Source: an optimization exercise on an open RTL-to-GDS flow (aim: a short achievable clock period and few clock cycles per item). Production flows keep margins and buffers that such runs may drop. The RTL was checked by simulation tests, not by an equivalence proof against the original design. Power is estimated from default activity; no workload was simulated.

==> run G <==
## dns_name_decompressor
module dns_name_decompressor (
    input  logic                        i_clk,
    input  logic                        i_rst_n,
    input  logic                        i_in_valid,
    output logic                        o_in_ready,
    input  logic                        i_in_op,
    input  logic [8:0]                  i_in_address,
    input  logic [7:0]                  i_in_byte,
    output logic                        o_out_valid,
    input  logic                        i_out_ready,
    output logic [63:0]                 o_name_chars,
    output logic [3:0]                  o_char_count,
    output logic                        o_last,
    output logic [8:0]                  o_consumed,
    output logic [1:0]                  o_status,
    input  logic                        i_cfg_we,
    input  logic [5:0]                  i_cfg_data
);
Settings: LEC_CHECK=0, CAP_MARGIN=30, CORE_MARGIN=2, CORE_UTILIZATION=40, CTS_CLUSTER_DIAMETER=100, CTS_CLUSTER_SIZE=20, GPL_ROUTABILITY_DRIVEN=1, GPL_TIMING_DRIVEN=1, PLACE_DENSITY=0.55, SETUP_SLACK_MARGIN=4.5, SLEW_MARGIN=45; clock period 8.0 ns.
run.sh (not shown) runs the stock make flow with config.mk's settings and CLKGATE_MAP_FILE= SYNTH_SCRIPT=/design/flow/synth_recipe.tcl, a recipe that flattens the netlist after the stock synthesis.
==> run X: changes against run G <==
--- a/flow/design.v
+++ b/flow/design.v
@@ -103,26 +103,26 @@
             r_pend  <= pend_next;
             r_dirty <= dirty_next;
             if (i_push) r_tog <= !r_tog;
         end
         if (in_fire) begin
             r_iop    <= i_in_op;
             r_ia     <= i_in_address;
             r_ib     <= i_in_byte;
-            r_ia_hi  <= i_in_op ? 8'd0 : 8'd1 << i_in_address[8:6];
+            r_ia_hi  <= 8'd1 << i_in_address[8:6];
             r_ia_mid <= 8'd1 << i_in_address[5:3];
             r_ia_lo  <= 8'd1 << i_in_address[2:0];
         end
     end
     logic [STORE_DEPTH*8-1:0] m_st;
     logic [STORE_DEPTH*8-1:0] s_st;
     for (genvar k = 0; k < STORE_DEPTH; k++) begin : g_store
         always_ff @(posedge i_clk) begin
-            if (r_iv && r_ia_hi[k/64] && r_ia_mid[(k/8)%8] && r_ia_lo[k%8]) m_st[k*8 +: 8] <= r_ib;
+            if (i_load && r_ia_hi[k/64] && r_ia_mid[(k/8)%8] && r_ia_lo[k%8]) m_st[k*8 +: 8] <= r_ib;
             if (!r_pend) s_st[k*8 +: 8] <= m_st[k*8 +: 8];
         end
     end
     for (genvar w = 0; w < 2; w++) begin : g_w
         dnd_walker u_walker (
             .i_clk         (i_clk),
             .i_rst_n       (i_rst_n),
             .i_store       (s_st),
@@ -171,23 +171,23 @@
     output logic [7:0]                 o_m_len,
     output logic [8:0]                 o_m_cons,
     output logic [1:0]                 o_m_status
 );
     logic [8:0]             r_ra;      
     logic [8:0]             r_ra1;     
     logic                   r_oor;     
     logic                   r_ra_v;
-    logic [127:0] r_bk0, r_bk1;
-    logic [3:0]   r_bk_hi0, r_bk_hi1;
+    logic [63:0] r_bk0, r_bk1;
+    logic [2:0]  r_bk_hi0, r_bk_hi1;
     logic        r_bk_v;
     logic        r_bk_oor0, r_bk_oor1;
     logic        r_bk_end0, r_bk_end1;
     logic [8:0]  r_bk_d1;
-    logic [127:0] bk0, bk1;
+    logic [63:0] bk0, bk1;
     logic [7:0] r_rd0, r_rd1;
     logic       r_rd_v;
     logic       r_rd_oor0, r_rd_oor1;
     logic       r_rd_end0, r_rd_end1;   
     logic [8:0] r_d1;                   
     logic [1:0]         r_st;
     logic [7:0]         r_rem;
     logic               r_rem_nz;   
@@ -199,19 +199,19 @@
     logic [8:0]         r_start;
     logic [5:0]         r_hi;
     logic [8:0]         r_cptr;    
     logic [5:0]         r_wbase;   
     logic [5:0]         r_wend;    
     logic [7:0] rd0, rd1;
     logic [7:0] cptr1;
     assign cptr1 = r_cptr[7:0] + 8'd1;
-    for (genvar b = 0; b < 16; b++) begin : g_bk
-        assign bk0[b*8 +: 8] = i_store[(b*32 + r_ra[4:0])*8 +: 8];
-        assign bk1[b*8 +: 8] = i_store[(b*32 + r_ra1[4:0])*8 +: 8];
+    for (genvar b = 0; b < 8; b++) begin : g_bk
+        assign bk0[b*8 +: 8] = i_store[(b*64 + r_ra[5:0])*8 +: 8];
+        assign bk1[b*8 +: 8] = i_store[(b*64 + r_ra1[5:0])*8 +: 8];
     end
     assign rd0 = r_bk0[r_bk_hi0*8 +: 8];
     assign rd1 = r_bk1[r_bk_hi1*8 +: 8];
     logic rem_nz, rem_ge2, len255, len254, len0, ptr_ok;
     logic z0, p0, z1, p1;
     logic walk;
     logic s0_oor, s0_char, s0_zero, s0_ptr, s0_lab;
     logic s0_ptr_go;
@@ -269,17 +269,17 @@
             fin_st = ST_LONG;
         end else if (s0_zero || s1_zero) begin
             fin_st = ST_OK;
         end else begin
             fin = 1'b0;
         end
     end
     assign fin_ok    = s0_zero || s1_zero;
-    assign start_new = i_q_valid && (r_st == B_IDLE || fin);
+    assign start_new = i_q_valid && r_st == B_IDLE;
     assign redirect  = start_new || s0_ptr_go || plo_go;
     logic [8:0] tgt_a, tgt_b;
     logic       oor_a, oor_b;
     logic [8:0] ra_next, ra1_next;
     assign tgt_a = {r_rd0[0], r_rd1};
     assign oor_a = r_rd0[5:1] != 5'd0;
     assign tgt_b = {r_hi[0], r_rd0};
     assign oor_b = r_hi[5:1] != 5'd0;
@@ -375,18 +375,18 @@
                 r_oor <= oor_a;
             end else if (plo_go) begin
                 r_oor <= oor_b;
             end else begin
                 r_oor <= r_oor || r_ra >= 9'd510;
             end
             r_bk0     <= bk0;
             r_bk1     <= bk1;
-            r_bk_hi0  <= r_ra[8:5];
-            r_bk_hi1  <= r_ra1[8:5];
+            r_bk_hi0  <= r_ra[8:6];
+            r_bk_hi1  <= r_ra1[8:6];
             r_bk_oor0 <= r_oor;
             r_bk_oor1 <= r_oor || r_ra == 9'd511;
             r_bk_end0 <= r_ra == 9'd511;
             r_bk_end1 <= r_ra == 9'd510;
             r_bk_d1   <= r_ra - r_start + 9'd1;
             r_rd0     <= rd0;
             r_rd1     <= rd1;
             r_rd_oor0 <= r_bk_oor0;
- CTS_CLUSTER_SIZE: 20 -> 24
- GPL_TIMING_DRIVEN: 1 -> unset
==> run M: changes against run G <==
--- a/flow/design.v
+++ b/flow/design.v
@@ -103,26 +103,26 @@
             r_pend  <= pend_next;
             r_dirty <= dirty_next;
             if (i_push) r_tog <= !r_tog;
         end
         if (in_fire) begin
             r_iop    <= i_in_op;
             r_ia     <= i_in_address;
             r_ib     <= i_in_byte;
-            r_ia_hi  <= i_in_op ? 8'd0 : 8'd1 << i_in_address[8:6];
+            r_ia_hi  <= 8'd1 << i_in_address[8:6];
             r_ia_mid <= 8'd1 << i_in_address[5:3];
             r_ia_lo  <= 8'd1 << i_in_address[2:0];
         end
     end
     logic [STORE_DEPTH*8-1:0] m_st;
     logic [STORE_DEPTH*8-1:0] s_st;
     for (genvar k = 0; k < STORE_DEPTH; k++) begin : g_store
         always_ff @(posedge i_clk) begin
-            if (r_iv && r_ia_hi[k/64] && r_ia_mid[(k/8)%8] && r_ia_lo[k%8]) m_st[k*8 +: 8] <= r_ib;
+            if (i_load && r_ia_hi[k/64] && r_ia_mid[(k/8)%8] && r_ia_lo[k%8]) m_st[k*8 +: 8] <= r_ib;
             if (!r_pend) s_st[k*8 +: 8] <= m_st[k*8 +: 8];
         end
     end
     for (genvar w = 0; w < 2; w++) begin : g_w
         dnd_walker u_walker (
             .i_clk         (i_clk),
             .i_rst_n       (i_rst_n),
             .i_store       (s_st),
@@ -171,23 +171,23 @@
     output logic [7:0]                 o_m_len,
     output logic [8:0]                 o_m_cons,
     output logic [1:0]                 o_m_status
 );
     logic [8:0]             r_ra;      
     logic [8:0]             r_ra1;     
     logic                   r_oor;     
     logic                   r_ra_v;
-    logic [127:0] r_bk0, r_bk1;
-    logic [3:0]   r_bk_hi0, r_bk_hi1;
+    logic [63:0] r_bk0, r_bk1;
+    logic [2:0]  r_bk_hi0, r_bk_hi1;
     logic        r_bk_v;
     logic        r_bk_oor0, r_bk_oor1;
     logic        r_bk_end0, r_bk_end1;
     logic [8:0]  r_bk_d1;
-    logic [127:0] bk0, bk1;
+    logic [63:0] bk0, bk1;
     logic [7:0] r_rd0, r_rd1;
     logic       r_rd_v;
     logic       r_rd_oor0, r_rd_oor1;
     logic       r_rd_end0, r_rd_end1;   
     logic [8:0] r_d1;                   
     logic [1:0]         r_st;
     logic [7:0]         r_rem;
     logic               r_rem_nz;   
@@ -199,19 +199,19 @@
     logic [8:0]         r_start;
     logic [5:0]         r_hi;
     logic [8:0]         r_cptr;    
     logic [5:0]         r_wbase;   
     logic [5:0]         r_wend;    
     logic [7:0] rd0, rd1;
     logic [7:0] cptr1;
     assign cptr1 = r_cptr[7:0] + 8'd1;
-    for (genvar b = 0; b < 16; b++) begin : g_bk
-        assign bk0[b*8 +: 8] = i_store[(b*32 + r_ra[4:0])*8 +: 8];
-        assign bk1[b*8 +: 8] = i_store[(b*32 + r_ra1[4:0])*8 +: 8];
+    for (genvar b = 0; b < 8; b++) begin : g_bk
+        assign bk0[b*8 +: 8] = i_store[(b*64 + r_ra[5:0])*8 +: 8];
+        assign bk1[b*8 +: 8] = i_store[(b*64 + r_ra1[5:0])*8 +: 8];
     end
     assign rd0 = r_bk0[r_bk_hi0*8 +: 8];
     assign rd1 = r_bk1[r_bk_hi1*8 +: 8];
     logic rem_nz, rem_ge2, len255, len254, len0, ptr_ok;
     logic z0, p0, z1, p1;
     logic walk;
     logic s0_oor, s0_char, s0_zero, s0_ptr, s0_lab;
     logic s0_ptr_go;
@@ -269,17 +269,17 @@
             fin_st = ST_LONG;
         end else if (s0_zero || s1_zero) begin
             fin_st = ST_OK;
         end else begin
             fin = 1'b0;
         end
     end
     assign fin_ok    = s0_zero || s1_zero;
-    assign start_new = i_q_valid && (r_st == B_IDLE || fin);
+    assign start_new = i_q_valid && r_st == B_IDLE;
     assign redirect  = start_new || s0_ptr_go || plo_go;
     logic [8:0] tgt_a, tgt_b;
     logic       oor_a, oor_b;
     logic [8:0] ra_next, ra1_next;
     assign tgt_a = {r_rd0[0], r_rd1};
     assign oor_a = r_rd0[5:1] != 5'd0;
     assign tgt_b = {r_hi[0], r_rd0};
     assign oor_b = r_hi[5:1] != 5'd0;
@@ -375,18 +375,18 @@
                 r_oor <= oor_a;
             end else if (plo_go) begin
                 r_oor <= oor_b;
             end else begin
                 r_oor <= r_oor || r_ra >= 9'd510;
             end
             r_bk0     <= bk0;
             r_bk1     <= bk1;
-            r_bk_hi0  <= r_ra[8:5];
-            r_bk_hi1  <= r_ra1[8:5];
+            r_bk_hi0  <= r_ra[8:6];
+            r_bk_hi1  <= r_ra1[8:6];
             r_bk_oor0 <= r_oor;
             r_bk_oor1 <= r_oor || r_ra == 9'd511;
             r_bk_end0 <= r_ra == 9'd511;
             r_bk_end1 <= r_ra == 9'd510;
             r_bk_d1   <= r_ra - r_start + 9'd1;
             r_rd0     <= rd0;
             r_rd1     <= rd1;
             r_rd_oor0 <= r_bk_oor0;
==> comparison <==
Run G finished but fails on antenna rules. Run X completed without violations. Run M reached the layout checks and failed them: antenna rules. The lowest cell area belongs to run X, the highest to run G. Non-clock buffer count: run G < run M < run X. Against run X, the clock power of run G is higher by about 5.4%. Of run G and run X, run G has the higher synthesized cell count (gap about 3.2%, measured against run X). In run X the die area is lower than in run G, by 1.4%. Fmax: run G < run M < run X. Of run G and run X, run G has the higher sequential cell count (gap 260). Cell count, highest first: run G, run X, run M. Core utilization: run G < run X < run M. Sequential power is about the same in run M and run X.
==> figures <==
quantity	run G	run M	run X
Run status	failed layout checks	failed layout checks	timing/DRC/antenna clean
Layout check failures	antenna rules	antenna rules	-
Post-route cell area	725,000 um^2	718,000 um^2	717,000 um^2
Share of the synthesized area in compound gates (AO/OA/AOI/OAI)	0.745%	0.718%	0.718%
Multi-input logic portion of the cell area	32.0%	31.9%	32.0%
Post-Synth Adder-Cell Area	0.316%	0.322%	0.322%
Drt first pass iters	6	8	9
Reg area	423,000 um^2	415,000 um^2	415,000 um^2
Count of plain and timing-repair buffers in the layout	1,343	1,488	1,571
Top achievable clock speed	249 MHz	261 MHz	266 MHz
Power density over the cells	326 nW/um^2	330 nW/um^2	328 nW/um^2
Leak pwr	228 nW	226 nW	226 nW
Number of distinct standard cells referenced by the synthesized netlist	93	98	98
Clock latency on the worst-skew pair	1.36 ns	1.31 ns	1.30 ns
Invs w/o clock	185	162	162
Xor-xnor portion of the synthesized cell area	0.327%	0.335%	0.335%
Switching share of power	35.6%	36.3%	36.5%
Reg2reg end	u_walk.r_qcnt[1][2]	u_walk.g_w[1].u_walker.r_bk0[28]	u_walk.g_w[1].u_walker.r_bk0[49]
NetSw	0.0843 W	0.0861 W	0.0857 W
Proportion of power drawn by the clock network	18.3%	18.1%	17.4%
Delay of the slowest cell on the worst path	0.88 ns	0.68 ns	0.68 ns
Number of antenna violations at the first check in global routing	301	327	334
Testbench counts of run G, summed over its fixed seeds: cycles 15,989, names 790.
Testbench counts of run X, summed over its fixed seeds: cycles 16,043, names 790.
Testbench counts of run M, summed over its fixed seeds: cycles 16,043, names 790.

## static timing again, ports no longer ideal
The results above use ideal ports. As a check the final layouts listed here were re-extracted and re-timed, cells and wires unchanged. Step 1 sets driving cells, clkbuf_16 on the clock port and buf_2 on the other inputs (assumed; they add their load-dependent delay and slew). Step 2 moves the port delays by t, midway between the first and last clock arrival at a register: inputs arrive t later, outputs are due t later. That takes back most of the time a late clock gives input paths. Three values: no drivers, after step 1, after step 2; two values: the first two.
| run | t, ns | setup slack, ns | worst hold slack (ns) | worst setup path after step 2 | latest minus earliest clock arrival (ns) |
|---|---|---|---|---|---|
| run G | 1.478 | 3.977 / 3.775 / 3.325 | 0.344 / 0.344 / 0.344 | input to register | 0.173 / 0.173 |
| run X | 1.455 | 4.244 / 4.038 / 3.351 | 0.332 / 0.332 / 0.332 | input to register | 0.118 / 0.118 |
| run M | 1.450 | 4.173 / 3.976 / 3.334 | 0.366 / 0.366 / 0.366 | input to register | 0.120 / 0.121 |
For run X, which loses most, drivers alone change the setup slack by -0.206 ns; drivers and shift together by -0.893 ns.
